Background: an optimization exercise with open tools, aiming at small area, a short achievable clock period and few clock cycles per item. Do not read the settings as production practice.
Where RTL was checked, it was by simulation tests only, not by an equivalence proof against the original.
No functional check of the RTL was part of runs 1 and 2.
Power figures rest on the tool's default switching activity, not on a simulated workload.

`config.mk`:
```
export PLATFORM = sky130hd
export DESIGN_NAME = modred_top
export DESIGN_NICKNAME = modred_top
export VERILOG_FILES = /design/flow/design.v
export SDC_FILE = /design/flow/constraint.sdc
export NUM_CORES = 4
export LEC_CHECK = 0
export ABC_CLOCK_PERIOD_IN_PS = 3500
export CAP_MARGIN = 20
export CORE_MARGIN = 2
export CORE_UTILIZATION = 60
export PLACE_DENSITY = 0.7
export SLEW_MARGIN = 20
```
`constraint.sdc`:
```
create_clock -name core_clock -period 10.0 [get_ports {clk_i}]
set_input_delay 2.0000 -clock core_clock [delete_from_list [all_inputs] [get_ports {clk_i}]]
set_output_delay 2.0000 -clock core_clock [all_outputs]
set_load 0.01 [all_outputs]
```
`design.v`:
```
package modred_pkg;
  typedef logic [32-1:0] word_t;
  typedef enum logic {
    MOD_MERSENNE = 1'b0,   
    MOD_FERMAT   = 1'b1    
  } mod_kind_e;
endpackage
`timescale 1ns/1ns
module modred_shared_mem #(
  parameter int ROW_W = 4,
  parameter int NROWS = 64 / ROW_W,
  parameter int PTR_W = $clog2(NROWS),
  parameter int IO_ST = 0      
) (
  input  logic                          clk_i,
  input  logic [ROW_W-1:0]              tag_v_i,      
  input  logic [ROW_W-1:0][3:0]         tag_k_i,
  input  logic [ROW_W-1:0]              tag_kind_i,
  input  logic [ROW_W-1:0]              wr_en_i,      
  input  modred_pkg::word_t             wr_data_i,
  output logic [PTR_W-1:0]              ptr_o,
  output logic [ROW_W-1:0][32-1:0] last_row_o  
);
  localparam int FIRST_PLAIN = 8;
  logic [PTR_W-1:0]                    ptr_q;
  logic [ROW_W-1:0][32-1:0]    head_q;
  logic [ROW_W-1:0]                    head_v_q;
  logic [ROW_W-1:0][3:0]               head_k_q;
  logic [ROW_W-1:0]                    head_kind_q;
  logic [ROW_W-1:0][32-1:0]    red;
  logic [ROW_W-1:0][32-1:0]    row_q [FIRST_PLAIN:NROWS-1];
  always_ff @(posedge clk_i) begin
    ptr_q <= ptr_q + 1'b1;
  end
  for (genvar i = 0; i < ROW_W; i++) begin : g_word
    always_ff @(posedge clk_i) begin
      if (IO_ST == 0) begin
        head_q[i] <= wr_en_i[i] ? wr_data_i : row_q[NROWS-1][i];
      end else begin
        head_q[i] <= row_q[NROWS-1][i];
      end
      head_v_q[i]    <= tag_v_i[i];
      head_k_q[i]    <= tag_k_i[i];
      head_kind_q[i] <= tag_kind_i[i];
    end
    modred_engine u_red (
      .clk_i  (clk_i),
      .x_i    (head_q[i]),
      .v_i    (head_v_q[i]),
      .kc_i   (head_k_q[i]),
      .kind_i (head_kind_q[i]),
      .r_o    (red[i])
    );
  end
  always_ff @(posedge clk_i) begin
    row_q[FIRST_PLAIN] <= red;
    for (int s = FIRST_PLAIN + 1; s < NROWS; s++) begin
      row_q[s] <= row_q[s-1];
      if (s == IO_ST) begin
        for (int i = 0; i < ROW_W; i++) begin
          if (wr_en_i[i]) begin
            row_q[s][i] <= wr_data_i;
          end
        end
      end
    end
  end
  assign ptr_o      = ptr_q;
  assign last_row_o = (IO_ST == 0) ? row_q[NROWS-1] : row_q[(IO_ST == 0) ? NROWS-1 : IO_ST-1];
endmodule
`timescale 1ns/1ns
module modred_add #(
  parameter int W = 16
) (
  input  logic [W-1:0] a_i,
  input  logic [W-1:0] b_i,
  input  logic         ci_i,
  output logic [W-1:0] s_o,
  output logic         co_o
);
  localparam int L = $clog2(W);
  logic [L:0][W-1:0] g;
  logic [L:0][W-1:0] p;
  logic [W-1:0]      x;
  always_comb begin
    x    = a_i ^ b_i;
    g[0] = a_i & b_i;
    p[0] = x;
    g[0][0] = (a_i[0] & b_i[0]) | (x[0] & ci_i);
    for (int l = 0; l < L; l++) begin
      for (int i = 0; i < W; i++) begin
        if (((i >> l) & 1) == 1) begin
          g[l+1][i] = g[l][i] | (p[l][i] & g[l][((i >> l) << l) - 1]);
          p[l+1][i] = p[l][i] & p[l][((i >> l) << l) - 1];
        end else begin
          g[l+1][i] = g[l][i];
          p[l+1][i] = p[l][i];
        end
      end
    end
    s_o[0] = x[0] ^ ci_i;
    for (int i = 1; i < W; i++) begin
      s_o[i] = x[i] ^ g[L][i-1];
    end
    co_o = g[L][W-1];
  end
endmodule
module modred_engine (
  input  logic        clk_i,
  input  logic [31:0] x_i,
  input  logic        v_i,
  input  logic [3:0]  kc_i,
  input  logic        kind_i,
  output logic [31:0] r_o
);
  function automatic logic [2:0] a_shift(input logic [3:0] kc);
    case (kc)
      4'd3, 4'd6, 4'd12: a_shift = 3'd4;   
      4'd5, 4'd10:       a_shift = 3'd2;   
      4'd7, 4'd14:       a_shift = 3'd6;   
      4'd9:              a_shift = 3'd1;   
      4'd11:             a_shift = 3'd3;   
      4'd13:             a_shift = 3'd5;   
      4'd15:             a_shift = 3'd7;   
      default:           a_shift = 3'd0;   
    endcase
  endfunction
  function automatic logic [1:0] b_shift(input logic [3:0] kc);
    case (kc)
      4'd5:       b_shift = 2'd1;   
      4'd3, 4'd6: b_shift = 2'd2;   
      4'd7:       b_shift = 2'd3;   
      default:    b_shift = 2'd0;   
    endcase
  endfunction
  function automatic logic b_used(input logic [3:0] kc);
    b_used = (kc >= 4'd2) && (kc <= 4'd7);
  endfunction
  function automatic logic [15:0] therm2(input logic [2:0] sh);
    for (int j = 0; j < 16; j++) begin
      therm2[j] = (j < 2 * sh);
    end
  endfunction
  function automatic logic [15:0] kmask(input logic [3:0] kc);
    for (int j = 0; j < 16; j++) begin
      kmask[j] = (kc == 4'd0) || (j < kc);
    end
  endfunction
  logic        a_on;
  logic [2:0]  a_sh;
  logic [15:0] a_keep;
  logic [15:0] a_t1;
  logic [15:0] a_t2;
  logic [15:0] a_hi;
  logic [15:0] a_slo;
  logic        a_c16;
  assign a_on   = v_i && (kc_i != 4'd0);
  assign a_sh   = a_shift(kc_i);
  assign a_keep = a_on ? therm2(a_sh) : 16'hFFFF;
  assign a_t1   = a_sh[0] ? {2'b00, x_i[31:18]} : x_i[31:16];
  assign a_t2   = a_sh[1] ? {4'h0, a_t1[15:4]} : a_t1;
  assign a_hi   = a_on ? (a_sh[2] ? {8'h00, a_t2[15:8]} : a_t2) : 16'h0000;
  modred_add #(.W(16)) u_add_a (
    .a_i (x_i[15:0]),
    .b_i (a_hi),
    .ci_i(1'b0),
    .s_o (a_slo),
    .co_o(a_c16)
  );
  logic [15:0] s1_u;
  logic [15:0] s1_lo;
  logic        s1_c16;
  logic        s1_v;
  logic [3:0]  s1_kc;
  logic        s1_kind;
  always_ff @(posedge clk_i) begin
    s1_u    <= x_i[31:16] & a_keep;
    s1_lo   <= a_slo;
    s1_c16  <= a_c16;
    s1_v    <= v_i;
    s1_kc   <= kc_i;
    s1_kind <= kind_i;
  end
  logic        a2_on;
  logic [2:0]  a2_sh;
  logic [15:0] a2_keep;
  logic [15:0] a2_inc;
  logic        a2_co;
  logic        a2_c;
  assign a2_on   = s1_v && (s1_kc != 4'd0);
  assign a2_sh   = a_shift(s1_kc);
  assign a2_keep = a2_on ? therm2(a2_sh) : 16'hFFFF;
  modred_add #(.W(16)) u_inc_a (
    .a_i (s1_u),
    .b_i (16'd0),
    .ci_i(s1_c16),
    .s_o (a2_inc),
    .co_o(a2_co)
  );
  assign a2_c = a2_on && a2_inc[{a2_sh, 1'b0}];
  logic [31:0] s2_x;
  logic        s2_c;
  logic        s2_v;
  logic [3:0]  s2_kc;
  logic        s2_kind;
  always_ff @(posedge clk_i) begin
    s2_x    <= {a2_inc & a2_keep, s1_lo};
    s2_c    <= a2_c;
    s2_v    <= s1_v;
    s2_kc   <= s1_kc;
    s2_kind <= s1_kind;
  end
  logic        b_on;
  logic [1:0]  b_sh;
  logic [5:0]  b_keep;
  logic [19:0] b_t1;
  logic [19:0] b_t2;
  assign b_on   = s2_v && b_used(s2_kc);
  assign b_sh   = b_shift(s2_kc);
  assign b_keep = ~(6'h3F << {b_sh, 1'b0});
  assign b_t1   = b_sh[0] ? {2'b00, s2_x[27:10]} : s2_x[27:8];
  assign b_t2   = b_sh[1] ? {4'h0, b_t1[19:4]} : b_t1;
  logic [31:0] s3_x;
  logic        s3_c;
  logic        s3_v;
  logic [3:0]  s3_kc;
  logic        s3_kind;
  always_ff @(posedge clk_i) begin
    s3_x    <= b_on ? {4'h0, b_t2[13:0], s2_x[13:8] & b_keep, s2_x[7:0]} : s2_x;
    s3_c    <= s2_c;
    s3_v    <= s2_v;
    s3_kc   <= s2_kc;
    s3_kind <= s2_kind;
  end
  logic        b2_on;
  logic [1:0]  b2_sh;
  logic [5:0]  b2_keep;
  logic [13:0] b2_s;
  logic        b2_co;
  logic        b2_c;
  assign b2_on   = s3_v && b_used(s3_kc);
  assign b2_sh   = b_shift(s3_kc);
  assign b2_keep = ~(6'h3F << {b2_sh, 1'b0});
  modred_add #(.W(14)) u_add_b (
    .a_i (s3_x[13:0]),
    .b_i (s3_x[27:14]),
    .ci_i(s3_c),
    .s_o (b2_s),
    .co_o(b2_co)
  );
  always_comb begin
    case (b2_sh)
      2'd0:    b2_c = b2_s[8];
      2'd1:    b2_c = b2_s[10];
      2'd2:    b2_c = b2_s[12];
      default: b2_c = b2_co;
    endcase
  end
  logic [31:0] s4_x;
  logic        s4_c;
  logic        s4_v;
  logic [3:0]  s4_kc;
  logic        s4_kind;
  always_ff @(posedge clk_i) begin
    s4_x    <= b2_on ? {18'd0, b2_s[13:8] & b2_keep, b2_s[7:0]} : s3_x;
    s4_c    <= b2_on ? b2_c : s3_c;
    s4_v    <= s3_v;
    s4_kc   <= s3_kc;
    s4_kind <= s3_kind;
  end
  logic        c_on;
  logic        c_six;
  logic [5:0]  c_hi;
  logic [5:0]  c_lo;
  logic [5:0]  c_s;
  logic        c_co;
  assign c_six = (s4_kc == 4'd3);
  assign c_on  = s4_v && (s4_kc == 4'd2 || s4_kc == 4'd3);
  assign c_hi  = c_six ? s4_x[11:6] : {2'b00, s4_x[7:4]};
  assign c_lo  = c_six ? s4_x[5:0] : {2'b00, s4_x[3:0]};
  modred_add #(.W(6)) u_add_c (
    .a_i (c_lo),
    .b_i (c_hi),
    .ci_i(s4_c),
    .s_o (c_s),
    .co_o(c_co)
  );
  logic [31:0] s5_x;
  logic        s5_c;
  logic        s5_v;
  logic [3:0]  s5_kc;
  logic        s5_kind;
  always_ff @(posedge clk_i) begin
    if (c_on) begin
      s5_x <= c_six ? {26'd0, c_s} : {28'd0, c_s[3:0]};
      s5_c <= c_six ? c_co : c_s[4];
    end else begin
      s5_x <= s4_x;
      s5_c <= s4_c;
    end
    s5_v    <= s4_v;
    s5_kc   <= s4_kc;
    s5_kind <= s4_kind;
  end
  logic [3:0]  d_kc;
  logic [3:0]  d_sh;
  logic [29:0] d_t1;
  logic [29:0] d_t2;
  logic [29:0] d_t3;
  logic [15:0] d_hi;
  logic [15:0] d_lo;
  logic [15:0] d_loi;
  logic        d_loco;
  assign d_kc = s5_v ? s5_kc : 4'd0;
  assign d_sh = d_kc - 4'd2;            
  assign d_t1 = d_sh[0] ? {1'b0, s5_x[31:3]} : s5_x[31:2];
  assign d_t2 = d_sh[1] ? {2'b00, d_t1[29:2]} : d_t1;
  assign d_t3 = d_sh[2] ? {4'h0, d_t2[29:4]} : d_t2;
  assign d_hi = d_sh[3] ? d_t3[23:8] : d_t3[15:0];
  assign d_lo = s5_x[15:0] & kmask(d_kc);
  modred_add #(.W(16)) u_inc_d (
    .a_i (d_lo),
    .b_i (16'd0),
    .ci_i(s5_c),
    .s_o (d_loi),
    .co_o(d_loco)
  );
  logic [15:0] s6_hi;
  logic [16:0] s6_lo;    
  logic        s6_v;
  logic [3:0]  s6_kc;
  logic        s6_kind;
  always_ff @(posedge clk_i) begin
    s6_hi   <= d_hi;
    s6_lo   <= {d_loco, d_loi};
    s6_v    <= s5_v;
    s6_kc   <= s5_kc;
    s6_kind <= s5_kind;
  end
  logic [17:0] d2_s;
  logic        d2_co;
  modred_add #(.W(18)) u_add_d (
    .a_i ({1'b0, s6_lo}),
    .b_i ({2'b00, s6_hi} ^ {18{s6_kind}}),
    .ci_i(s6_kind),
    .s_o (d2_s),
    .co_o(d2_co)
  );
  logic [31:0] s7_x;
  logic        s7_v;
  logic [3:0]  s7_kc;
  logic        s7_kind;
  always_ff @(posedge clk_i) begin
    s7_x    <= s6_v ? {14'd0, d2_s} : {s6_hi, s6_lo[15:0]};
    s7_v    <= s6_v;
    s7_kc   <= s6_kc;
    s7_kind <= s6_kind;
  end
  logic [15:0] e_mask;
  logic [15:0] e_a;
  logic [15:0] e_a1;
  logic        e_a1co;
  logic        e_all1;    
  logic        e_all1h;   
  logic        e_ink;     
  logic        e_inc;
  logic [16:0] e_y;
  assign e_mask  = kmask(s7_kc);
  assign e_a     = s7_x[15:0] & e_mask;
  assign e_all1h = &(s7_x[15:1] | ~e_mask[15:1]);
  assign e_all1  = e_all1h & s7_x[0];
  assign e_ink   = (s7_kc == 4'd0) ? s7_x[16] : s7_x[s7_kc];
  assign e_inc   = s7_kind ? s7_x[17] : e_ink;
  modred_add #(.W(16)) u_inc_e (
    .a_i (e_a),
    .b_i (16'd0),
    .ci_i(1'b1),
    .s_o (e_a1),
    .co_o(e_a1co)
  );
  assign e_y = e_inc ? {e_a1co, e_a1} : {1'b0, e_a};
  always_comb begin
    if (!s7_v) begin
      r_o = s7_x;
    end else if (s7_kind) begin
      r_o = s7_x[17] ? {15'd0, e_y} : {15'd0, s7_x[16:0]};
    end else if (e_all1) begin
      r_o = {31'd0, e_inc};                  
    end else if (e_inc && e_all1h) begin
      r_o = 32'd0;                           
    end else begin
      r_o = {15'd0, e_y};
    end
  end
endmodule
`timescale 1ns/1ns
module modred_apb_regs #(
  parameter int ROW_W = 4,
  parameter int NROWS = 64 / ROW_W,
  parameter int PTR_W = $clog2(NROWS),
  parameter int WRD_W = $clog2(ROW_W),
  parameter int IO_ST = 0
) (
  input  logic                             clk_i,
  input  logic                             rst_ni,
  input  logic                             psel_i,
  input  logic                             penable_i,
  input  logic                             pwrite_i,
  input  logic [11:0]                      paddr_i,
  input  modred_pkg::word_t                pwdata_i,
  output modred_pkg::word_t                prdata_o,
  output logic                             pready_o,
  output logic                             pslverr_o,
  input  logic [PTR_W-1:0]                 ptr_i,
  input  logic [ROW_W-1:0][32-1:0] last_row_i,
  output logic [ROW_W-1:0]                 tag_v_o,
  output logic [ROW_W-1:0][3:0]            tag_k_o,
  output logic [ROW_W-1:0]                 tag_kind_o,
  output logic [ROW_W-1:0]                 wr_en_o,
  output modred_pkg::word_t                wr_data_o
);
  localparam logic [1:0] REG_CFG   = 2'd0;
  localparam logic [1:0] REG_BASE  = 2'd1;
  localparam logic [1:0] REG_COUNT = 2'd2;
  localparam logic [1:0] REG_CTRL  = 2'd3;
  logic [4:0]            k_q     [0:1];
  logic                  kind_q  [0:1];
  logic [6-1:0] base_q  [0:1];
  logic [8:0]            count_q [0:1];
  logic [1:0]            busy_q;
  logic [1:0]            done_q;
  logic [PTR_W-1:0]      last_q  [0:1];
  logic                  mem_pend_q;
  logic                  mem_we_q;
  logic [PTR_W-1:0]      mem_row_q;
  logic [WRD_W-1:0]      mem_word_q;
  logic                  pready_q;
  logic                  pslverr_q;
  modred_pkg::word_t     prdata_q;
  logic        setup;
  logic        is_mem;
  logic        is_reg;
  logic        esel;
  logic [1:0]  rsel;
  logic [4:0]  wr_k;
  logic        cfg_ok;
  logic        reg_err;
  logic [1:0]  start;
  modred_pkg::word_t reg_rdata;
  logic [1:0]  ending;      
  logic [1:0]  done_vis;
  assign setup  = psel_i & ~penable_i;
  assign is_mem = (paddr_i[11:10] == 2'b00);
  assign is_reg = (paddr_i[11:5] == 7'b0100000);
  assign esel   = paddr_i[4];
  assign rsel   = paddr_i[3:2];
  assign wr_k   = pwdata_i[4:0];
  assign cfg_ok = (wr_k >= 5'd2) && (wr_k <= 5'd16) &&
                  !(|pwdata_i[31:9]) && !(|pwdata_i[7:5]);
  always_comb begin
    reg_err = 1'b0;
    if (!is_reg) begin
      reg_err = 1'b1;
    end else if (pwrite_i && busy_q[esel]) begin
      reg_err = 1'b1;
    end else if (pwrite_i && rsel == REG_CFG && !cfg_ok) begin
      reg_err = 1'b1;
    end
  end
  logic [1:0] wr_sel;       
  logic [1:0] cfg_we;
  logic [1:0] base_we;
  logic [1:0] count_we;
  always_comb begin
    for (int e = 0; e < 2; e++) begin
      wr_sel[e]   = setup && pwrite_i && is_reg && (esel == 1'(e)) && !busy_q[e];
      cfg_we[e]   = wr_sel[e] && (rsel == REG_CFG) && cfg_ok;
      base_we[e]  = wr_sel[e] && (rsel == REG_BASE);
      count_we[e] = wr_sel[e] && (rsel == REG_COUNT);
      start[e]    = wr_sel[e] && (rsel == REG_CTRL) && pwdata_i[0];
    end
  end
  always_comb begin
    reg_rdata = '0;
    if (is_reg) begin
      case (rsel)
        REG_CFG:   reg_rdata = {23'd0, kind_q[esel], 3'd0, k_q[esel]};
        REG_BASE:  reg_rdata = {26'd0, base_q[esel]};
        REG_COUNT: reg_rdata = {23'd0, count_q[esel]};
        default:   reg_rdata = {30'd0, done_vis[esel], busy_q[esel] & ~ending[esel]};
      endcase
    end
  end
  logic [PTR_W-1:0] entry_row;
  logic [PTR_W-1:0] io_row;
  logic             hit;
  assign entry_row = ptr_i + 1'b1;
  assign io_row    = ptr_i + PTR_W'(NROWS + 1 - IO_ST);
  assign hit       = mem_pend_q && (mem_row_q == io_row);
  always_comb begin
    for (int i = 0; i < ROW_W; i++) begin
      wr_en_o[i] = hit && mem_we_q && (mem_word_q == WRD_W'(i));
    end
  end
  assign wr_data_o = pwdata_i;
  always_ff @(posedge clk_i or negedge rst_ni) begin
    if (!rst_ni) begin
      mem_pend_q <= 1'b0;
      mem_we_q   <= 1'b0;
      mem_row_q  <= '0;
      mem_word_q <= '0;
    end else begin
      if (setup) begin
        mem_pend_q <= is_mem;
        mem_we_q   <= pwrite_i;
        mem_row_q  <= paddr_i[6+1:2+WRD_W];
        mem_word_q <= paddr_i[1+WRD_W:2];
      end else if (hit) begin
        mem_pend_q <= 1'b0;
      end
    end
  end
  always_ff @(posedge clk_i) begin
    pready_q  <= setup ? !is_mem : hit;
    pslverr_q <= setup && !is_mem && reg_err;
    prdata_q  <= setup ? reg_rdata : last_row_i[mem_word_q];
  end
  assign prdata_o  = prdata_q;
  assign pready_o  = pready_q;
  assign pslverr_o = pslverr_q;
  logic [PTR_W-1:0] first_row;    
  assign first_row = ptr_i + 1'b1;
  logic [PTR_W-1:0] rf    [0:1];
  logic [PTR_W:0]   rspan [0:1];
  logic [WRD_W-1:0] fb    [0:1];
  logic [WRD_W-1:0] lw    [0:1];
  always_comb begin
    logic [6:0] cnt;
    logic [6:0] endw;
    for (int e = 0; e < 2; e++) begin
      cnt      = (count_q[e][8:6] != 3'd0) ? 7'd64 : {1'b0, count_q[e][5:0]};
      endw     = 7'(base_q[e][WRD_W-1:0]) + cnt - 7'd1;
      rf[e]    = base_q[e][6-1:WRD_W];
      fb[e]    = base_q[e][WRD_W-1:0];
      lw[e]    = endw[WRD_W-1:0];
      rspan[e] = endw[WRD_W+PTR_W:WRD_W];
    end
  end
  function automatic logic [PTR_W-1:0] last_row_of(input logic [PTR_W-1:0] f,
                                                   input logic [PTR_W:0] span,
                                                   input logic [PTR_W-1:0] h);
    logic [PTR_W-1:0] off;
    off = h - f;
    if (span >= (PTR_W+1)'(NROWS - 1) || ((PTR_W+1)'(off) <= span && off != '0)) begin
      last_row_of = h - 1'b1;
    end else begin
      last_row_of = f + PTR_W'(span);
    end
  endfunction
  always_ff @(posedge clk_i or negedge rst_ni) begin
    if (!rst_ni) begin
      busy_q <= '0;
      done_q <= '0;
      for (int e = 0; e < 2; e++) begin
        k_q[e]     <= '0;
        kind_q[e]  <= 1'b0;
        base_q[e]  <= '0;
        count_q[e] <= '0;
        last_q[e]  <= '0;
      end
    end else begin
      for (int e = 0; e < 2; e++) begin
        if (start[e]) begin
          busy_q[e] <= (count_q[e] != 9'd0);
          done_q[e] <= (count_q[e] == 9'd0);
          last_q[e] <= last_row_of(rf[e], rspan[e], first_row);
        end else if (busy_q[e] && entry_row == last_q[e]) begin
          busy_q[e] <= 1'b0;
          done_q[e] <= 1'b1;
        end
        if (cfg_we[e]) begin
          k_q[e]    <= wr_k;
          kind_q[e] <= pwdata_i[8];
        end
        if (base_we[e]) begin
          base_q[e] <= pwdata_i[6-1:0];
        end
        if (count_we[e]) begin
          count_q[e] <= pwdata_i[8:0];
        end
      end
    end
  end
  always_comb begin
    for (int e = 0; e < 2; e++) begin
      ending[e]   = busy_q[e] && (last_q[e] == entry_row || last_q[e] == PTR_W'(entry_row + 1'b1));
      done_vis[e] = done_q[e] || ending[e];
    end
  end
  logic [ROW_W-1:0] pre_in0_q;
  logic [ROW_W-1:0] pre_in1_q;
  logic [ROW_W-1:0] pre_in_d [0:1];
  always_comb begin
    logic [PTR_W-1:0] roff;
    logic             in_rows;
    logic             is_first;
    logic             is_last;
    for (int e = 0; e < 2; e++) begin
      roff     = PTR_W'(ptr_i + 2'd2) - rf[e];
      in_rows  = (PTR_W+1)'(roff) <= rspan[e];
      is_first = (roff == '0);
      is_last  = ((PTR_W+1)'(roff) == rspan[e]);
      if (count_q[e] == 9'd0) begin
        pre_in_d[e] = '0;
      end else if (rspan[e] == (PTR_W+1)'(NROWS)) begin
        for (int i = 0; i < ROW_W; i++) begin
          pre_in_d[e][i] = !is_first || (WRD_W'(i) >= fb[e]) || (WRD_W'(i) <= lw[e]);
        end
      end else begin
        for (int i = 0; i < ROW_W; i++) begin
          pre_in_d[e][i] = in_rows && (!is_first || WRD_W'(i) >= fb[e]) &&
                           (!is_last || WRD_W'(i) <= lw[e]);
        end
      end
    end
  end
  always_ff @(posedge clk_i) begin
    pre_in0_q <= pre_in_d[0];
    pre_in1_q <= pre_in_d[1];
  end
  always_comb begin
    logic in0;
    logic in1;
    for (int i = 0; i < ROW_W; i++) begin
      in0 = (busy_q[0] || start[0]) && pre_in0_q[i];
      in1 = (busy_q[1] || start[1]) && pre_in1_q[i];
      tag_v_o[i]    = in0 || in1;
      tag_k_o[i]    = in0 ? k_q[0][3:0] : k_q[1][3:0];
      tag_kind_o[i] = in0 ? kind_q[0] : kind_q[1];
    end
  end
endmodule
`timescale 1ns/1ns
module modred_top (
  input  logic              clk_i,
  input  logic              rst_ni,
  input  logic              psel_i,
  input  logic              penable_i,
  input  logic              pwrite_i,
  input  logic [11:0]       paddr_i,
  input  modred_pkg::word_t pwdata_i,
  output modred_pkg::word_t prdata_o,
  output logic              pready_o,
  output logic              pslverr_o
);
  localparam int ROW_W = 4;
  localparam int NROWS = 64 / ROW_W;
  localparam int PTR_W = $clog2(NROWS);
  localparam int IO_ST = 0;
  logic [PTR_W-1:0]                 ptr;
  logic [ROW_W-1:0][32-1:0] last_row;
  logic [ROW_W-1:0]                 tag_v;
  logic [ROW_W-1:0][3:0]            tag_k;
  logic [ROW_W-1:0]                 tag_kind;
  logic [ROW_W-1:0]                 wr_en;
  modred_pkg::word_t                wr_data;
  modred_apb_regs #(
    .ROW_W (ROW_W),
    .NROWS (NROWS),
    .IO_ST (IO_ST)
  ) u_regs (
    .clk_i      (clk_i),
    .rst_ni     (rst_ni),
    .psel_i     (psel_i),
    .penable_i  (penable_i),
    .pwrite_i   (pwrite_i),
    .paddr_i    (paddr_i),
    .pwdata_i   (pwdata_i),
    .prdata_o   (prdata_o),
    .pready_o   (pready_o),
    .pslverr_o  (pslverr_o),
    .ptr_i      (ptr),
    .last_row_i (last_row),
    .tag_v_o    (tag_v),
    .tag_k_o    (tag_k),
    .tag_kind_o (tag_kind),
    .wr_en_o    (wr_en),
    .wr_data_o  (wr_data)
  );
  modred_shared_mem #(
    .ROW_W (ROW_W),
    .NROWS (NROWS),
    .IO_ST (IO_ST)
  ) u_mem (
    .clk_i      (clk_i),
    .tag_v_i    (tag_v),
    .tag_k_i    (tag_k),
    .tag_kind_i (tag_kind),
    .wr_en_i    (wr_en),
    .wr_data_i  (wr_data),
    .ptr_o      (ptr),
    .last_row_o (last_row)
  );
endmodule
```
`run.sh`:
```
#!/bin/bash
# synth_recipe.tcl (not shown) runs the flow's synth.tcl, then flattens the netlist and writes it again
# the make line also repeats each setting of config.mk as NAME=value (left out here)
make -C /OpenROAD-flow-scripts/flow DESIGN_CONFIG=/design/flow/config.mk WORK_HOME=/design/flow/orfs CLKGATE_MAP_FILE= SYNTH_SCRIPT=/design/flow/synth_recipe.tcl finish
```
==> impl_metrics.tcl, run 1 <==
set metrics [dict create \
    layout_commonest_cell "dfxtp_1" \
    antenna_found_initial 30 \
    status "no timing/DRC/antenna violations" \
    cp_data_required_time_ns 10.74 \
    cts_buffer_depth 3 \
    fin_crit_sh_pct 50.2 \
    cts_tree "done" \
    fin_cells 9698 \
    drt_iter0_drc 4042 \
    ys_types 98 \
    ant_nets 0 \
    vias_per_cell 5.59 \
    crit_type "input port to flop" \
    pin_count 83 \
    switchingPower_mw 3.75 \
    grt_pass1_wl_um 318000 \
    cp-start-kind "input port" \
    drive_gt1_share_pct 11.0 \
    placed_area_sq_mm 0.0876 \
    syn_inst 7551 \
    cp_max_fo 10 \
    routedWlPerCell_um 21.4 \
    slew_headroom_pct 29.2 \
    synth_warnings 18 \
    critPathCaptureType "flop" \
    synth_top_area_cell "dfxtp_1" \
    rsz0062_at_grt "false" \
    setup_viol 0 \
    yosysSeqAreaShare_pct 56.7 \
    h-tree-depth 4 \
    p_total_mw 18.6 \
    post_cts_buffers 0 \
    fp-row-count 138 \
    grt_max_degree 63 \
    fp.coreArea_sq_mm 0.141 \
    mostFrequentLayoutCells "dfxtp_1 (2334), nand2_1 (490), mux2i_1 (433)" \
    synth_fp_nets 7962 \
    worstMarginPinSlew_ns 1.06 \
    drc 0 \
    maxCapViolations 0 \
    ctsResizeCount 0 \
    gp_congestion 0.945 \
    totalWireLength_um 208000 \
    chipHeight_um 381 \
    syn_area_sq_mm 0.0851 \
    hold_buffers 0 \
    p_sw_share_pct 20.2 \
    vdd_drop_max_uv 157 \
    internal-power_mw 14.8 \
    fmax_ghz 0.199 \
    seqPwrFrac_pct 51.8 \
    tns_ns 0 \
    num_vias 54235 \
    nNetsFinal 8018 \
    die_x_um 381 \
    gr-total-overflow 0 \
    area_growth_pct 12.2 \
    hp-class "flop to flop" \
    yosys_most_used_dff "dfxtp_1" \
    dr.pass1.iters 6 \
    netlist.area_leader.share_pct 54.9 \
    arrival_ns 5.76 \
    die_area_sq_mm 0.145 \
    slew_violations 0 \
    grt_pass1_vias 52826 \
    synth_area_leaders "dfxtp_1 (55%), mux2i_1 (5.1%), ha_1 (4.2%)" \
    cts_buffers 219 \
    dp_hpwl_um 150000 \
    skew_ns 0.0326 \
    place_inst 9276 \
    io_buffers 80 \
    path_clk_slew_ns 0.07 \
    final_area_sq_mm 0.0955 \
    root_buffer "clkbuf_16" \
    synthArstFlopShare_pct 2.59 \
    worstSkewPairLatency_ns 0.83 \
    powerDensity_mw_per_mm2 194 \
    start_util_pct 60.3 \
    ys_ff_latch 2396 \
    synth_area_per_cell_sq_um 11.3 \
    fin_crit_ns 5.02 \
    grt_usage_pct 28.4 \
    pwr-share-clk_pct 47.4 \
    hold_viol 0 \
    cts_num_sinks 2396 \
    leakage_nw 41.0 \
    synth_enable_flop_cells 0 \
    fillers 10716 \
    p_comb_share_pct 0.8 \
]
## flip-flops by register name (all words and copies together) (netlist names), 12 cells and up
signal / flops
u_regs.count_q: 18
u_mem.head_k_q: 16
u_mem.g_word.u_red.s7_kc: 16
u_regs.base_q: 12
u_mem.g_word.u_red.s5_x: 128
u_mem.g_word.u_red.s3_kc: 16
u_mem.g_word.u_red.s4_kc: 16
u_mem.g_word.u_red.s6_kc: 16
u_mem.g_word.u_red.s5_kc: 16
u_mem.g_word.u_red.s6_hi: 64
u_mem.g_word.u_red.a_sh: 12
u_mem.g_word.u_red.s1_kc: 16
u_mem.g_word.u_red.a2_sh: 12
u_mem.row_q: 1024
u_mem.g_word.u_red.s3_x: 128
u_mem.g_word.u_red.s2_x: 128
u_mem.head_q: 128
u_mem.g_word.u_red.s7_x: 128
u_regs.prdata_q: 32
u_mem.g_word.u_red.s1_lo: 64
u_mem.g_word.u_red.s1_u: 64
u_mem.g_word.u_red.s6_lo: 68
u_mem.g_word.u_red.s4_x: 128
u_mem.g_word.u_red.s2_kc: 16
## final cells by class
class                      instances  area (sq um)  area share, %
inverter                         240           901          0.943
tap                             1890          2360           2.48
sequential                      2396         48300           50.5
clock inverter                   123          1540           1.61
clock buffer                     287          6290           6.59
multi-input combinational       4617         34900           36.6
timing repair buffer             133          1190           1.25
antenna                           12          30.0         0.0314
## metal layers
metal / up-vias / part of all wire (%) / track usage (%) / wire (um)
met4: 32 / 2.1 / 6.98 / 4320
li1: 26179 / - / - / -
met3: 297 / 7.2 / 6.48 / 15000
met2: 1522 / 44 / 43.4 / 91400
met5: - / 0.10 / 0 / 214
met1: 26205 / 47 / 40.9 / 96900
## path summary, 6_finish.rpt
| check | start | to | slack (ns) | cells after the start |
|---|---|---|---|---|
| setup reg to reg | u_regs.count_q[0][7]$_DFFE_PN0P_ | u_regs.last_q[0][0]$_DFFE_PN0P_ | 5.03 | 20 |
| min in group asynchronous | rst_ni | u_regs.mem_row_q[0]$_DFFE_PN0P_ | 1.35 | 2 |
| hold / removal | u_mem.row_q[8][126]$_SDFF_PP0_ | u_mem.row_q[9][126]$_DFF_P_ | 0.31 | 0 |
| hold reg to reg | u_mem.row_q[8][126]$_SDFF_PP0_ | u_mem.row_q[9][126]$_DFF_P_ | 0.31 | 0 |
| max in group asynchronous | rst_ni | u_regs.mem_word_q[1]$_DFFE_PN0P_ | 8.04 | 2 |
| setup / recovery | psel_i | u_mem.g_word[2].u_red.a_sh[2]$_DFF_P_ | 4.98 | 9 |
## cells by family after synthesis
group                    Yosys count  synth area share (%)
AO/OA/AOI/OAI                   1254                  9.45
flip-flops                      2396                  56.7
multiplexers                     764                  10.4
buffers and inverters            538                  2.42
AND/OR/NAND/NOR                 1883                  11.4
adder cells (fa/ha/maj)          368                  6.08
XOR/XNOR                         348                  3.61
## cells in the mapped netlist, drive strengths merged (32+ instances only)
master and n:
dfxtp 2334, nand2 490, mux2i 433, o21ai 373, nor2 326, and2 314, ha 284, nor2b 278
a21oi 267, mux2 263, inv 237, clkbuf 230, xor2 176, xnor2 171, nor3 103, nand3 87
a211oi 84, fa 78, buf 68, mux4 68, a22oi 64, dfrtp 62, nand2b 60, o21a 54
a31oi 49, and3 49, a21boi 46, a21o 45, or2 32
## power groups by stage
stage	sequential [mW]	clock (mW)	combinational, mW
2_1_floorplan	9.81	0	0.0858
4_1_cts	9.61	8.93	0.152
6_report	9.61	8.79	0.155
3_5_place_dp	9.83	0	0.151
3_3_place_gp	9.83	0	0.150
5_1_grt	9.61	9.33	0.164
## critical path, cell delays in order
cell and delay [ns]:
clkdlybuf4s50_1 0.47, nor2b_1 0.57, nand3_1 0.46, or4b_2 0.75, nor2_2 0.47, o21ai_2 0.30, mux2i_1 0.42, nand2_1 0.12
a22oi_1 0.18
## per-stage QoR
step,hold WS [ns],util [%],setup slack [ns]
after CTS,0.307,67.6,5.01
after global placement,0.311,62.0,4.33
after global routing,0.317,67.6,4.59
after floorplan,0.310,-,5.48
final,0.312,67.6,4.98
after detailed placement,0.312,62.0,4.28
==> run 2, diff against run 1 <==
--- a/config.mk
+++ b/config.mk
@@ -10,4 +10,6 @@
 export CORE_MARGIN = 2
 export CORE_UTILIZATION = 60
+export CTS_CLUSTER_SIZE = 30
 export PLACE_DENSITY = 0.7
+export SETUP_SLACK_MARGIN = 5
 export SLEW_MARGIN = 20
==> impl_metrics.tcl, run 2 <==
set metrics [dict create \
    setup_viol 0 \
    yosys_most_used_dff "dfxtp_1" \
    synth_warnings 18 \
    routedWlPerCell_um 21.4 \
    syn_inst 7551 \
    cts_buffers 219 \
    fp.coreArea_sq_mm 0.141 \
    synth_top_cells_by_count "dfxtp_1 (2334), nand2_1 (490), mux2i_1 (433), o21ai_0 (363), nor2_1 (325)" \
    grt_pass1_wl_um 318000 \
    rr_endpoint "u_regs.pre_in1_q[1]$_SDFF_PN0_" \
    cp-start-kind "input port" \
    cts_tree "done" \
    gr-total-overflow 0 \
    powerDensity_mw_per_mm2 194 \
    pin_count 83 \
    cp_max_fo 10 \
    maxCapViolations 0 \
    cts_num_sinks 2396 \
    synthArstFlopShare_pct 2.59 \
    synth_enable_flop_cells 0 \
    arrival_ns 5.52 \
    chipHeight_um 381 \
    hold_viol 0 \
    synth_area_per_cell_sq_um 11.3 \
    fp-row-count 138 \
    place_inst 9276 \
    ant_nets 0 \
    fin_crit_ns 4.78 \
    h-tree-depth 4 \
    grt_pass1_vias 52826 \
    io_buffers 80 \
    fmax_ghz 0.209 \
    drc 0 \
    hold_path_depth 0 \
    vdd_drop_max_uv 157 \
    dr.pass1.iters 7 \
    fin_cells 9698 \
    synth_top_area_cell "dfxtp_1" \
    rr_startpoint "u_regs.count_q[1][8]$_DFFE_PN0P_" \
    crit_type "input port to flop" \
    antenna_found_initial 30 \
    nNetsFinal 8019 \
    worstMarginPinSlew_ns 1.08 \
    hold_start "u_mem.row_q[8][126]$_SDFF_PP0_" \
    drive_gt1_share_pct 11.1 \
    fin_crit_sh_pct 47.8 \
    regMostFlops "u_mem.row_q" \
    rsz0062_at_grt "false" \
    slew_headroom_pct 27.5 \
    drt_iter0_drc 4280 \
    path_clk_slew_ns 0.07 \
    leakage_nw 41.0 \
    layout_commonest_cell "dfxtp_1" \
    die_x_um 381 \
    yosysSeqAreaShare_pct 56.7 \
    gp_congestion 0.945 \
    netlist.area_leader.share_pct 54.9 \
    cts_buffer_depth 3 \
    skew_ns 0.0326 \
    area_growth_pct 12.2 \
    mostFrequentLayoutCells "dfxtp_1 (2334), nand2_1 (490), mux2i_1 (433)" \
    synth_area_leaders "dfxtp_1 (55%), mux2i_1 (5.1%), ha_1 (4.2%)" \
    cp_data_required_time_ns 10.74 \
    grt_usage_pct 28.4 \
    ys_ff_latch 2396 \
    largest_register_ffs 1024 \
    vias_per_cell 5.59 \
    critPathCaptureType "flop" \
    totalWireLength_um 208000 \
    root_buffer "clkbuf_16" \
    slew_violations 0 \
    synth_fp_nets 7962 \
    num_vias 54168 \
    ys_types 98 \
    start_util_pct 60.3 \
    min_to "u_mem.row_q[9][126]$_DFF_P_" \
    syn_area_sq_mm 0.0851 \
    grt_max_degree 63 \
    dp_hpwl_um 150000 \
    yosysMostFrequentCell "dfxtp_1" \
    worstSkewPairLatency_ns 0.83 \
    worstRegToRegCells 16 \
    tns_ns 0 \
    reg2reg_setup_slack_ns 5.47 \
    hold_buffers 0 \
    status "no timing/DRC/antenna violations" \
    hp-class "flop to flop" \
    die_area_sq_mm 0.145 \
]
-- run 2: critical path, stage by stage --
cell and delay [ns]:
clkdlybuf4s50_1 0.48, nor2b_2 0.41, nand3_1 0.39, or4b_2 0.74, nor2_2 0.46, o21ai_2 0.30
mux2i_1 0.43, nand2_1 0.13, a22oi_1 0.18
-- run 2: how the worst max path moves through the flow --
stage | from | end | slack [ns] | cells past startpoint
floorplan | u_regs.count_q[0][8]$_DFFE_PN0P_ | u_regs.last_q[0][0]$_DFFE_PN0P_ | 5.48 | 20
global placement | psel_i | u_mem.g_word[2].u_red.a_sh[2]$_DFF_P_ | 4.33 | 9
detailed placement | psel_i | u_mem.g_word[2].u_red.a_sh[2]$_DFF_P_ | 4.28 | 9
CTS | u_regs.count_q[0][7]$_DFFE_PN0P_ | u_regs.last_q[0][0]$_DFFE_PN0P_ | 5.01 | 20
global route | paddr_i[7] | u_mem.g_word[2].u_red.a_sh[2]$_DFF_P_ | 5.04 | 9
finish | psel_i | u_mem.g_word[2].u_red.a_sh[2]$_DFF_P_ | 5.22 | 9
-- run 2: layer usage --
metal,track usage (%),wire length (um),up-vias
met3,6.48,14400,307
met5,0,213,-
met4,6.98,4460,32
li1,-,-,26205
met1,40.9,97600,26204
met2,43.4,91300,1420
-- run 2: per-stage QoR --
stage	setup WS [ns]	hold WS [ns]	util, %	cell area [sq um]	power (mW)
3_3_place_gp	4.33	0.311	62.0	87600	9.98
2_1_floorplan	5.48	0.310	-	85100	9.89
4_1_cts	5.01	0.307	67.6	95500	18.7
3_5_place_dp	4.28	0.312	62.0	87600	9.98
6_report	5.22	0.311	67.6	95500	18.6
5_1_grt	5.04	0.317	67.6	95500	19.1
-- run 2: cells by family (layout without fill, tap and decap cells) --
| kind of cell | after synthesis | in the layout | share of synthesized area [%] |
|---|---|---|---|
| muxes | 764 | 764 | 10.4 |
| adders and majority gates | 368 | 368 | 6.08 |
| AOI/OAI and AO/OA | 1254 | 1254 | 9.45 |
| xor gates and xnor gates | 348 | 348 | 3.61 |
| other | 0 | 11 | 0 |
| and+or+nand+nor | 1883 | 1883 | 11.4 |
| DFF | 2396 | 2396 | 56.7 |
| buffers and inverters | 538 | 784 | 2.42 |
-- run 2: what timing repair did --
action | in CTS | in global routing
setup buffers | 0 | 1
endpoints found under the hold margin | 0 | 0
gates resized for setup | 0 | 4
setup endpoints to repair | 0 | 20
-- run 2: final cells by class --
| cell class | count | area (sq um) |
|---|---|---|
| diodes | 11 | 27.5 |
| clock buffers | 287 | 6290 |
| clock inverters | 123 | 1540 |
| fillers | 10721 | 45700 |
| inverters | 240 | 901 |
| multi-input cells | 4617 | 34900 |
| flip-flops and latches | 2396 | 48300 |
| well taps | 1890 | 2360 |
| repair buffers | 134 | 1200 |
-- run 2: power breakdown --
group | switching (mW) | leakage (nW) | total [mW] | internal, mW
clock | 3.63 | 3.86 | 8.79 | 5.16
sequential | 0.0318 | 19.6 | 9.61 | 9.58
combinational | 0.0909 | 17.5 | 0.156 | 0.0649
==> run 3, diff against run 2 <==
--- a/design.v
+++ b/design.v
@@ -529,6 +529,5 @@
   assign pready_o  = pready_q;
   assign pslverr_o = pslverr_q;
-  logic [PTR_W-1:0] first_row;    
-  assign first_row = ptr_i + 1'b1;
+  logic [PTR_W-1:0] last_pre_q [0:1];
   logic [PTR_W-1:0] rf    [0:1];
   logic [PTR_W:0]   rspan [0:1];
@@ -536,9 +535,9 @@
   logic [WRD_W-1:0] lw    [0:1];
   always_comb begin
-    logic [6:0] cnt;
-    logic [6:0] endw;
+    logic [5:0] cm1;      
+    logic [6:0] endw;     
     for (int e = 0; e < 2; e++) begin
-      cnt      = (count_q[e][8:6] != 3'd0) ? 7'd64 : {1'b0, count_q[e][5:0]};
-      endw     = 7'(base_q[e][WRD_W-1:0]) + cnt - 7'd1;
+      cm1      = (count_q[e][8:6] != 3'd0) ? 6'd63 : (count_q[e][5:0] - 6'd1);
+      endw     = {1'b0, cm1} + 7'(base_q[e][WRD_W-1:0]);
       rf[e]    = base_q[e][6-1:WRD_W];
       fb[e]    = base_q[e][WRD_W-1:0];
@@ -574,5 +573,5 @@
           busy_q[e] <= (count_q[e] != 9'd0);
           done_q[e] <= (count_q[e] == 9'd0);
-          last_q[e] <= last_row_of(rf[e], rspan[e], first_row);
+          last_q[e] <= last_pre_q[e];
         end else if (busy_q[e] && entry_row == last_q[e]) begin
           busy_q[e] <= 1'b0;
@@ -628,14 +627,16 @@
     pre_in0_q <= pre_in_d[0];
     pre_in1_q <= pre_in_d[1];
+    for (int e = 0; e < 2; e++) begin
+      last_pre_q[e] <= last_row_of(rf[e], rspan[e], PTR_W'(ptr_i + 2'd2));
+    end
   end
   always_comb begin
-    logic in0;
-    logic in1;
+    logic sel0;
     for (int i = 0; i < ROW_W; i++) begin
-      in0 = (busy_q[0] || start[0]) && pre_in0_q[i];
-      in1 = (busy_q[1] || start[1]) && pre_in1_q[i];
-      tag_v_o[i]    = in0 || in1;
-      tag_k_o[i]    = in0 ? k_q[0][3:0] : k_q[1][3:0];
-      tag_kind_o[i] = in0 ? kind_q[0] : kind_q[1];
+      sel0          = pre_in0_q[i] && (!pre_in1_q[i] || busy_q[0] || (!busy_q[1] && !esel));
+      tag_v_o[i]    = (pre_in0_q[i] && (busy_q[0] || start[0])) ||
+                      (pre_in1_q[i] && (busy_q[1] || start[1]));
+      tag_k_o[i]    = sel0 ? k_q[0][3:0] : k_q[1][3:0];
+      tag_kind_o[i] = sel0 ? kind_q[0] : kind_q[1];
     end
   end
==> impl_metrics.tcl, run 3 <==
set metrics [dict create \
    status "no timing/DRC/antenna violations" \
    cp-start-kind "input port" \
    yosysMostFrequentCell "dfxtp_1" \
    worstSkewPairLatency_ns 0.83 \
    hold_viol 0 \
    gp_congestion 0.975 \
    cts_num_sinks 2404 \
    synth_top_cells_by_count "dfxtp_1 (2342), nand2_1 (523), mux2i_1 (402), nor2_1 (335), and2_1 (322)" \
    met1_usage_pct 39.8 \
    nNetsFinal 7998 \
    path_clk_slew_ns 0.06 \
    maxCapViolations 0 \
    chipHeight_um 381 \
    synth_top_area_cell "dfxtp_1" \
    gr-total-overflow 0 \
    fin_crit_ns 4.63 \
    root_buffer "clkbuf_16" \
    die_x_um 381 \
    cp_data_required_time_ns 10.70 \
    ys_ff_latch 2404 \
    drc 0 \
    cts_buffers 219 \
    largest_register_ffs 1024 \
    hp-class "flop to flop" \
    cp_max_fo 7 \
    ant_nets 0 \
    mostFrequentLayoutCells "dfxtp_1 (2340), nand2_1 (523), mux2i_1 (402)" \
    cts_buffer_depth 3 \
    grt_pass1_wl_um 318000 \
    syn_inst 7550 \
    cts_tree "done" \
    regMostFlops "u_mem.row_q" \
    rr_startpoint "u_regs.count_q[1][8]$_DFFE_PN0P_" \
    syn_area_sq_mm 0.0853 \
    fp.coreArea_sq_mm 0.141 \
    yosysSeqAreaShare_pct 56.8 \
    vias_per_cell 5.60 \
    leakage_nw 40.5 \
    ys_types 121 \
    slew_headroom_pct 23.0 \
    arrival_ns 5.33 \
    setup_viol 0 \
    tns_ns 0 \
    grt_pass1_vias 52553 \
    critPathCaptureType "flop" \
    drt_iter0_drc 4536 \
    rsz0062_at_grt "false" \
    layout_commonest_cell "dfxtp_1" \
    worstSetupEndpoint "u_regs.k_q[0][1]$_DFFE_PN0P_" \
    synth_fp_nets 7950 \
    area_growth_pct 12.0 \
    grt_usage_pct 28.5 \
    holdWs_ns 0.310 \
    fillers 10568 \
    num_vias 54219 \
    pin_count 83 \
    fmax_ghz 0.216 \
    synth_enable_flop_cells 0 \
    grt_max_degree 63 \
    h-tree-depth 4 \
    antenna_found_initial 19 \
    post_cts_buffers 0 \
    rr_endpoint "u_regs.last_pre_q[1][0]$_DFF_P_" \
    timing.final.ws_setup_ns 5.37 \
    netlist.area_leader.share_pct 55.0 \
    totalWireLength_um 209000 \
    use_met3_pct 4.61 \
    routedWlPerCell_um 21.6 \
    fp-row-count 138 \
    skew_ns 0.0233 \
    start_util_pct 60.3 \
    synth_area_leaders "dfxtp_1 (55%), mux2i_1 (4.7%), ha_1 (4.0%)" \
    synthArstFlopShare_pct 2.58 \
    fin_crit_sh_pct 46.3 \
    fin_util_pct 67.5 \
    yosys_most_used_dff "dfxtp_1" \
    ctsResizeCount 0 \
    critPathLaunch "pwdata_i[6]" \
    reg2reg_setup_slack_ns 5.41 \
    synth_area_per_cell_sq_um 11.3 \
    vdd_drop_max_uv 158 \
    crit_type "input port to flop" \
    hold_buffers 0 \
    worstRegToRegCells 16 \
    grt_util_met2_pct 45.1 \
    io_buffers 80 \
    worstMarginPinSlew_ns 1.15 \
    synth_warnings 19 \
    dr.pass1.iters 6 \
    top_usage_layer "met2" \
    slew_violations 0 \
    dp_hpwl_um 152000 \
    powerDensity_mw_per_mm2 194 \
    drive_gt1_share_pct 11.2 \
    die_area_sq_mm 0.145 \
    dpl_worst_slack_ns 4.60 \
]
run 3: cell types whose count changed in the layout (fill, tap and decap cells not counted), moves of 16 or more:
cell     change
nand2_1     +33
nor2b_1     -20
a221o_1     +37
inv_1       -16
mux2i_1     -31
o21ai_0     -47
o31ai_1     +18
a22oi_1     -31
run 3: kinds of logic after synthesis:
family | Yosys count | synth area share, %
AOI/OAI and AO/OA | 1252 | 9.69
xor gates and xnor gates | 333 | 3.43
adders and majority gates | 356 | 5.89
buffers and inverters | 530 | 2.46
DFF | 2404 | 56.8
muxes | 735 | 9.89
and+or+nand+nor | 1940 | 11.8
run 3: final cells by class:
cell class	instances	area (sq um)	share of cell area [%]
Sequential cell	2404	48400	50.7
Multi-Input combinational cell	4616	34900	36.5
Clock buffer	292	6160	6.45
Tap cell	1890	2360	2.48
Clock inverter	115	1600	1.68
Timing Repair Buffer	127	1160	1.21
Inverter	230	863	0.904
Antenna cell	13	32.5	0.0341
run 3: critical path: stages:
cell             delay, ns
clkdlybuf4s50_1       0.98
nor4_1                0.49
nand3_1               0.11
nor3_1                0.92
and2_1                0.27
nand2b_1              0.20
mux2_2                0.34
run 3: stage by stage:
step	cell area, sq um	power [mW]	cells
4_1_cts	95400	18.7	9674
3_5_place_dp	87700	10.0	9267
5_1_grt	95500	19.1	9677
6_report	95500	18.6	9687
2_1_floorplan	85300	9.92	7550
3_3_place_gp	87600	10.0	9266
run 3: how the worst min path moves through the flow:
stage | startpoint | endpoint | slack, ns | cells past startpoint
2_1_floorplan | u_mem.head_kind_q[0]$_DFF_P_ | u_mem.g_word[0].u_red.s1_kind$_DFF_P_ | 0.31 | 0
3_3_place_gp | u_mem.row_q[11][74]$_DFF_P_ | u_mem.row_q[12][74]$_DFF_P_ | 0.31 | 0
3_5_place_dp | u_mem.g_word[0].u_red.s1_lo[15]$_DFF_P_ | u_mem.g_word[0].u_red.s2_x[15]$_DFF_P_ | 0.31 | 0
4_1_cts | u_mem.row_q[12][68]$_DFF_P_ | u_mem.row_q[13][68]$_DFF_P_ | 0.30 | 0
5_1_grt | u_mem.row_q[12][29]$_DFF_P_ | u_mem.row_q[13][29]$_DFF_P_ | 0.32 | 0
6_report | u_mem.row_q[12][68]$_DFF_P_ | u_mem.row_q[13][68]$_DFF_P_ | 0.31 | 0
run 3: where the power goes:
part	total, mW	switching, mW	internal (mW)
Combinational	0.161	0.0993	0.0614
Clock	8.77	3.61	5.16
Sequential	9.64	0.0226	9.62
run 3: per-layer routing:
metal	share of wire (%)	up-vias	wire length (um)
met5	0.021	-	43
met1	46	26185	95200
met2	46	1527	95500
met4	2.9	8	5970
li1	-	26198	-
met3	5.8	301	12200
Testbench counts of run 3, summed over its fixed seeds: cycles 3,884, words 5,120.
==> run 4, diff against run 3 <==
==> flow/run.sh (new file) <==
#!/bin/bash
# Own layout flow: the standard ORFS flow (standard.sh, so the standard
# synthesis unchanged) with three differences in how the layout is made:
#  - timing repair aims for setup slack of SETUP_SLACK_MARGIN ns beyond the
#    10 ns constraint, so cells on the longest paths get sized up;
#  - ports are buffered with sky130_fd_sc_hd__buf_2 rather than the smallest
#    buffer ORFS picks (a delay cell);
#  - clock tree synthesis adds no dummy loads for balancing.
# The clock period, SDC and all checks are the design's. make's output goes to
# flow_make.log here; each ORFS step writes its own full log under orfs/logs/.
set -euo pipefail
export SETUP_SLACK_MARGIN=6.8
export BUFFER_PORTS_ARGS="-buffer_cell sky130_fd_sc_hd__buf_2"
export CTS_ARGS="-sink_clustering_enable -repair_clock_nets -dont_use_dummy_load -sink_clustering_size 30"
bash standard.sh finish > flow_make.log 2>&1
==> standard.sh (new file) <==
#!/bin/bash
# synth_recipe.tcl (not shown) runs the flow's synth.tcl, then flattens the netlist and writes it again
# the make line also repeats each setting of config.mk as NAME=value (left out here)
make -C /OpenROAD-flow-scripts/flow DESIGN_CONFIG=/design/flow/config.mk WORK_HOME=/design/flow/orfs CLKGATE_MAP_FILE= SYNTH_SCRIPT=/design/flow/synth_recipe.tcl "${@:-finish}"
--- a/config.mk
+++ b/config.mk
@@ -10,6 +10,4 @@
 export CORE_MARGIN = 2
 export CORE_UTILIZATION = 60
-export CTS_CLUSTER_SIZE = 30
 export PLACE_DENSITY = 0.7
-export SETUP_SLACK_MARGIN = 5
 export SLEW_MARGIN = 20
removed: run.sh
==> impl_metrics.tcl, run 4 <==
set metrics [dict create \
    status "no timing/DRC/antenna violations" \
    grt_pass1_wl_um 324000 \
    antenna_found_initial 42 \
    fp-row-count 138 \
    powerDensity_mw_per_mm2 175 \
    area_growth_pct 11.9 \
    hold_viol 0 \
    fmax_ghz 0.285 \
    worstMarginPinSlew_ns 1.05 \
    regMostFlops "u_mem.row_q" \
    syn_inst 7550 \
    yosysSeqAreaShare_pct 56.8 \
    rsz0062_at_grt "true" \
    skew_ns 0.0686 \
    fillers 10630 \
    cts_buffers 217 \
    leakage_nw 40.4 \
    mostFrequentLayoutCells "dfxtp_1 (2282), nand2_1 (513), mux2i_1 (394)" \
    dr.pass1.iters 6 \
    cp.depth 16 \
    totalWireLength_um 215000 \
    grt_usage_pct 29.1 \
    ys_types 121 \
    netlist.area_leader.share_pct 55.0 \
    drc 0 \
    routedWlPerCell_um 22.3 \
    slowest_delay_ns 0.40 \
    setup_viol 0 \
    synth_top_area_cell "dfxtp_1" \
    placed_area_sq_mm 0.0874 \
    top_layer "met5" \
    cp-start-kind "flop" \
    fin_crit_ns 3.51 \
    grt_max_degree 63 \
    yosysMostFrequentCell "dfxtp_1" \
    drt_iter0_drc 4618 \
    start_util_pct 60.3 \
    largest_register_ffs 1024 \
    cts_tree "done" \
    hold_path_depth 0 \
    met1_length_um 99500 \
    cp_data_required_time_ns 10.67 \
    grt_pass1_vias 53298 \
    wl_met2_um 94900 \
    crit_family "compound AO/OA/AOI/OAI gates" \
    fin_crit_sh_pct 35.1 \
    syn_area_sq_mm 0.0853 \
    final_area_sq_mm 0.0954 \
    crit_slowest_cell "dfrtp_1" \
    worstSetupEndpoint "u_regs.last_pre_q[1][1]$_DFF_P_" \
    nNetsFinal 8139 \
    synth_warnings 19 \
    cts_num_sinks 2404 \
    synthArstFlopShare_pct 2.58 \
    p_total_mw 16.7 \
    vdd_drop_max_uv 159 \
    die_area_sq_mm 0.145 \
    fin_util_pct 67.5 \
    synth_top_cells_by_count "dfxtp_1 (2342), nand2_1 (523), mux2i_1 (402), nor2_1 (335), and2_1 (322)" \
    tns_ns 0 \
    pin_count 83 \
    synth_area_leaders "dfxtp_1 (55%), mux2i_1 (4.7%), ha_1 (4.0%)" \
    dr_wl_met3_um 13300 \
    die_x_um 381 \
    drive_gt1_share_pct 15.4 \
    layout_commonest_cell "dfxtp_1" \
    path_clk_slew_ns 0.06 \
    ys_ff_latch 2404 \
    reg2reg_setup_slack_ns 6.49 \
    dp_hpwl_um 155000 \
    maxCapViolations 0 \
    critPathCaptureType "flop" \
    cts_buffer_depth 3 \
    io_buffers 80 \
    synth_fp_nets 7950 \
    ant_nets 0 \
    critPathLaunch "u_regs.count_q[1][6]$_DFFE_PN0P_" \
    gr-total-overflow 0 \
    worstSkewPairLatency_ns 0.82 \
    yosys_most_used_dff "dfxtp_1" \
    rr_endpoint "u_regs.last_pre_q[1][1]$_DFF_P_" \
    crit_type "flop to flop" \
    crit_buf_inv 1 \
    chipHeight_um 381 \
    holdWs_ns 0.272 \
    fp.coreArea_sq_mm 0.141 \
    rr_startpoint "u_regs.count_q[1][6]$_DFFE_PN0P_" \
    root_buffer "clkbuf_16" \
    synth_area_per_cell_sq_um 11.3 \
    h-tree-depth 4 \
    slew_headroom_pct 29.6 \
    slew_violations 0 \
    arrival_ns 4.18 \
    num_vias 54788 \
    cp_max_fo 4 \
    hp-class "flop to flop" \
    crit_chain "nor3_4 > buf_6 > nand2_4 > ha_4 > a21o_1 > nor2_1 > or3_4 > o221ai_4 > ha_4 > nor2b_4 > o21a_1 > o21a_1 > and2_4 > o21ai_4 > a211o_4 > mux2_4" \
    vias_per_cell 5.69 \
    synth_enable_flop_cells 0 \
    gp_congestion 0.953 \
    worstRegToRegCells 16 \
]
## run 4: kinds of logic (layout without fill, tap and decap cells)
family                   count (synthesis)  count (layout)  share of synthesized area (%)
flip-flops                            2404            2404                           56.8
other                                    0               9                              0
multiplexers                           735             735                           9.89
AO/OA/AOI/OAI                         1252            1252                           9.69
adder cells (fa/ha/maj)                356             356                           5.89
buffers and inverters                  530             717                           2.46
XOR/XNOR                               333             333                           3.43
AND/OR/NAND/NOR                       1940            1940                           11.8
## run 4: worst min-delay path by stage
stage                                              to  slack (ns)                                     from
2_1_floorplan   u_mem.g_word[3].u_red.s6_kind$_DFF_P_        0.31    u_mem.g_word[3].u_red.s5_kind$_DFF_P_
3_3_place_gp             u_mem.row_q[13][103]$_DFF_P_        0.31             u_mem.row_q[12][103]$_DFF_P_
3_5_place_dp   u_mem.g_word[2].u_red.s2_x[12]$_DFF_P_        0.31  u_mem.g_word[2].u_red.s1_lo[12]$_DFF_P_
4_1_cts                    u_mem.row_q[10][3]$_DFF_P_        0.27                u_mem.row_q[9][3]$_DFF_P_
5_1_grt                    u_mem.row_q[10][3]$_DFF_P_        0.28                u_mem.row_q[9][3]$_DFF_P_
6_report                   u_mem.row_q[10][3]$_DFF_P_        0.27                u_mem.row_q[9][3]$_DFF_P_
## run 4: layer usage
metal  track usage [%]  vias up
met2              44.7     1670
met5                 0        -
met1              41.8    26461
li1                  -    26260
met4              9.74       10
met3              4.59      387
## run 4: through the flow
step                      cells  setup slack (ns)
after CTS                  9550              6.46
after floorplan            7550              6.46
after detailed placement   9261              5.50
after global placement     9261              5.50
after global routing       9628              6.36
final                      9636              6.49
## run 4: timing repair
item,CTS,global route
gates resized for setup,182,172
hold buffers,0,0
pin swaps,48,92
setup endpoints to repair,410,287
gates cloned,0,0
buffers inserted,72,77
## run 4: final cells by class
| class | count | area [sq um] | share of cell area, % |
|---|---|---|---|
| Antenna cell | 9 | 22.5 | 0.0236 |
| Clock buffer | 217 | 5430 | 5.69 |
| Inverter | 230 | 880 | 0.922 |
| Multi-Input combinational cell | 4616 | 36100 | 37.9 |
| Sequential cell | 2404 | 48600 | 50.9 |
| Tap cell | 1890 | 2360 | 2.48 |
| Timing Repair Buffer | 270 | 2040 | 2.13 |
## run 4: power breakdown
group	switching, mW	internal (mW)
logic	0.103	0.0528
clock network	3.14	3.78
registers	0.0227	9.62
total	3.26	13.4
==> run 5, diff against run 4 <==
--- a/design.v
+++ b/design.v
@@ -431,4 +431,5 @@
   logic [1:0]            done_q;
   logic [PTR_W-1:0]      last_q  [0:1];
+  logic [5:0]            cm1_q   [0:1];    
   logic                  mem_pend_q;
   logic                  mem_we_q;
@@ -535,9 +536,7 @@
   logic [WRD_W-1:0] lw    [0:1];
   always_comb begin
-    logic [5:0] cm1;      
     logic [6:0] endw;     
     for (int e = 0; e < 2; e++) begin
-      cm1      = (count_q[e][8:6] != 3'd0) ? 6'd63 : (count_q[e][5:0] - 6'd1);
-      endw     = {1'b0, cm1} + 7'(base_q[e][WRD_W-1:0]);
+      endw     = {1'b0, cm1_q[e]} + 7'(base_q[e][WRD_W-1:0]);
       rf[e]    = base_q[e][6-1:WRD_W];
       fb[e]    = base_q[e][WRD_W-1:0];
@@ -567,4 +566,5 @@
         count_q[e] <= '0;
         last_q[e]  <= '0;
+        cm1_q[e]   <= '0;
       end
     end else begin
@@ -587,4 +587,5 @@
         if (count_we[e]) begin
           count_q[e] <= pwdata_i[8:0];
+          cm1_q[e]   <= (pwdata_i[8:6] != 3'd0) ? 6'd63 : (pwdata_i[5:0] - 6'd1);
         end
       end
==> impl_metrics.tcl, run 5 <==
set metrics [dict create \
    status "no timing/DRC/antenna violations" \
    grt_pass1_wl_um 321000 \
    fmax_ghz 0.283 \
    tns_ns 0 \
    reg2reg_setup_slack_ns 6.46 \
    fp.coreArea_sq_mm 0.141 \
    powerDensity_mw_per_mm2 175 \
    worstMarginPinSlew_ns 1.00 \
    nNetsFinal 8172 \
    maxCapViolations 0 \
    h-tree-depth 4 \
    area_growth_pct 12.9 \
    yosysMostFrequentCell "dfxtp_1" \
    slew_headroom_pct 33.2 \
    critPathCaptureType "flop" \
    synth_compound_area_share_pct 9.36 \
    synth_warnings 20 \
    gp_congestion 0.965 \
    start_util_pct 60.4 \
    rsz0062_at_grt "true" \
    io_buffers 80 \
    grt_pass1_vias 53507 \
    gr-total-overflow 0 \
    num_vias 55009 \
    layout_commonest_cell "dfxtp_1" \
    arrival_ns 4.21 \
    grt_max_degree 75 \
    drive_gt1_share_pct 15.6 \
    cp_max_fo 7 \
    worstRegToRegCells 13 \
    dp_hpwl_um 152000 \
    setup_viol 0 \
    synth_top_cells_by_count "dfxtp_1 (2342), nand2_1 (515), mux2i_1 (406), nor2_1 (338), o21ai_0 (327)" \
    final_area_sq_mm 0.0964 \
    synth_xor_xnor_area_share_pct 3.66 \
    cp-start-kind "flop" \
    cp_data_required_time_ns 10.67 \
    chipHeight_um 381 \
    synth_top_family_by_area "simple AND/OR/NAND/NOR gates" \
    yosys.area_share.simple_pct 11.5 \
    synth_area_per_cell_sq_um 11.3 \
    hold_viol 0 \
    cts_buffers 220 \
    leakage_nw 41.1 \
    dr.pass1.iters 5 \
    fin_crit_sh_pct 35.4 \
    cts_buffer_depth 3 \
    hold_buffers 0 \
    routedWlPerCell_um 22.0 \
    syn_inst 7558 \
    vdd_drop_max_uv 167 \
    root_buffer "clkbuf_16" \
    synthArstFlopShare_pct 3.06 \
    fin_crit_ns 3.54 \
    vias_per_cell 5.69 \
    yosys_most_used_dff "dfxtp_1" \
    hold_path_depth 0 \
    die_x_um 381 \
    placed_area_sq_mm 0.0878 \
    skew_ns 0.0500 \
    synth_fa_ha_area_share_pct 5.89 \
    totalWireLength_um 213000 \
    pin_count 83 \
    yosysSeqAreaShare_pct 57.1 \
    fillers 10582 \
    hp-class "flop to flop" \
    synth_enable_flop_cells 0 \
    netlist.area_leader.share_pct 54.9 \
    synth_top_area_cell "dfxtp_1" \
    ys_types 101 \
    drt_iter0_drc 4251 \
    worstSkewPairLatency_ns 0.81 \
    grt_usage_pct 28.7 \
    cts_num_sinks 2416 \
    mostFrequentLayoutCells "dfxtp_1 (2281), nand2_1 (502), mux2i_1 (388)" \
    synth_area_leaders "dfxtp_1 (55%), mux2i_1 (4.8%), ha_1 (4.0%)" \
    drc 0 \
    synth_fp_nets 7960 \
    fp-row-count 138 \
    path_clk_slew_ns 0.06 \
    synth_mux_area_share_pct 10.1 \
    largest_register_ffs 1024 \
    syn_area_sq_mm 0.0854 \
    crit_type "flop to flop" \
    slew_violations 0 \
    die_area_sq_mm 0.145 \
    ys_ff_latch 2416 \
    regMostFlops "u_mem.row_q" \
    cts_tree "done" \
    ant_nets 0 \
    antenna_found_initial 41 \
]
[run 5: cell types whose count changed after synthesis, moves of 12 or more]
cell / delta
a21oi_1: -26
a221o_1: -26
a22oi_1: +33
clkbuf_1: +24
dfrtp_1: +12
inv_1: +28
nor3_1: -18
xnor2_1: +25
[run 5: layout make-up]
| type | instances | area (sq um) | share of cell area (%) |
|---|---|---|---|
| diodes | 16 | 40.0 | 0.0415 |
| repair buffers | 282 | 2400 | 2.49 |
| well taps | 1890 | 2360 | 2.45 |
| inverters | 252 | 957 | 0.993 |
| multi-input cells | 4598 | 36200 | 37.6 |
| clock buffers | 220 | 5510 | 5.71 |
| flip-flops and latches | 2416 | 48900 | 50.7 |
[run 5: critical path: stages (launching register included)]
cell and delay (ns):
dfxtp_4 0.43, mux4_2 0.50, mux2i_1 0.13, nor2_1 0.07, ha_2 0.18, fa_2 0.34, a21o_1 0.16, a21o_1 0.20
a2111oi_4 0.30, o21bai_1 0.15, a41o_1 0.22, o41a_1 0.36, a311oi_2 0.27, o21bai_1 0.11
[run 5: power by group]
| part | leakage (nW) | internal, mW | switching, mW | total (mW) |
|---|---|---|---|---|
| clock network | 2.71 | 3.83 | 3.15 | 6.98 |
| registers | 19.9 | 9.67 | 0.0252 | 9.69 |
| logic | 18.5 | 0.0585 | 0.109 | 0.168 |
[run 5: cells by family (layout without fill, tap and decap cells)]
| family | count (synthesis) | after routing |
|---|---|---|
| compound gates | 1229 | 1229 |
| other cells | 0 | 16 |
| mux | 750 | 750 |
| buf+inv | 546 | 754 |
| simple gates | 1904 | 1906 |
| flops | 2416 | 2416 |
| fa+ha+maj | 356 | 356 |
| xor+xnor | 357 | 357 |
[run 5: path summary, 6_finish.rpt]
path | startpoint | end
setup / recovery | u_mem.g_word[2].u_red.a_sh[0]$_SDFF_PN0_ | u_mem.g_word[2].u_red.s1_c16$_DFF_P_
hold / removal | u_mem.row_q[9][93]$_DFF_P_ | u_mem.row_q[10][93]$_DFF_P_
setup reg to reg | u_mem.g_word[2].u_red.a_sh[0]$_SDFF_PN0_ | u_mem.g_word[2].u_red.s1_c16$_DFF_P_
hold reg to reg | u_mem.row_q[9][93]$_DFF_P_ | u_mem.row_q[10][93]$_DFF_P_
max in group asynchronous | rst_ni | u_regs.mem_word_q[0]$_DFFE_PN0P_
min in group asynchronous | rst_ni | u_regs.count_q[0][4]$_DFFE_PN0P_
[run 5: metal layers]
layer | up-vias | share of wire, % | global-route usage (%)
li1 | 26249 | - | -
met1 | 26551 | 46 | 41.4
met2 | 1746 | 43 | 43.0
met3 | 429 | 7.9 | 6.66
met4 | 34 | 2.8 | 8.51
met5 | - | 0.10 | 0
[run 5: through the flow]
stage / cells / util [%] / setup WS, ns / hold WS, ns / power, mW
2_1_floorplan: 7558 / - / 5.86 / 0.310 / 9.98
3_3_place_gp: 9273 / 62.1 / 5.20 / 0.310 / 10.1
3_5_place_dp: 9273 / 62.1 / 5.13 / 0.312 / 10.1
4_1_cts: 9584 / 67.0 / 6.46 / 0.279 / 17.0
5_1_grt: 9659 / 68.1 / 6.31 / 0.288 / 17.3
6_report: 9674 / 68.2 / 6.46 / 0.281 / 16.8
[run 5: timing repair]
action,CTS,global route
cloned,4,1
setup buffers,87,71
pin swaps,72,96
gates resized for setup,192,241
endpoints found under the setup margin,341,260
Testbench counts of run 5, summed over its fixed seeds: cycles 3,884, words 5,120.

[afterwards: timing with drivers on the ports]
The results above use ideal ports. As a check the final layouts listed here were re-extracted and re-timed, cells and wires unchanged.
Step 1 sets driving cells, clkbuf_16 on the clock port and buf_2 on the other inputs (assumed; they add their load-dependent delay and slew).
Step 2 adds t to the input delays and takes it off the output delays; t is the mean of the earliest and latest rising clock arrival at the registers after step 1. Input paths then give back, and output paths get back, about the clock's delay inside the block.
a / b / c = ideal / step 1 / step 2; a / b = the first two.
| run | t (ns) | setup WS [ns] | hold WS [ns] |
|---|---|---|---|
| run 1 | 0.898 | 4.979 / 5.027 / 4.133 | 0.312 / 0.312 / 0.312 |
| run 2 | 0.896 | 5.221 / 5.272 / 4.376 | 0.311 / 0.311 / 0.311 |
| run 3 | 0.895 | 5.374 / 5.410 / 4.524 | 0.310 / 0.310 / 0.310 |
| run 4 | 0.871 | 6.492 / 6.492 / 6.007 | 0.272 / 0.272 / 0.272 |
| run 5 | 0.875 | 6.462 / 6.462 / 5.692 | 0.281 / 0.281 / 0.281 |
After both steps setup and hold are still met in every run listed. The setup slack of run 3, which loses most, moves by +0.036 ns with the drivers and by -0.850 ns with both steps.
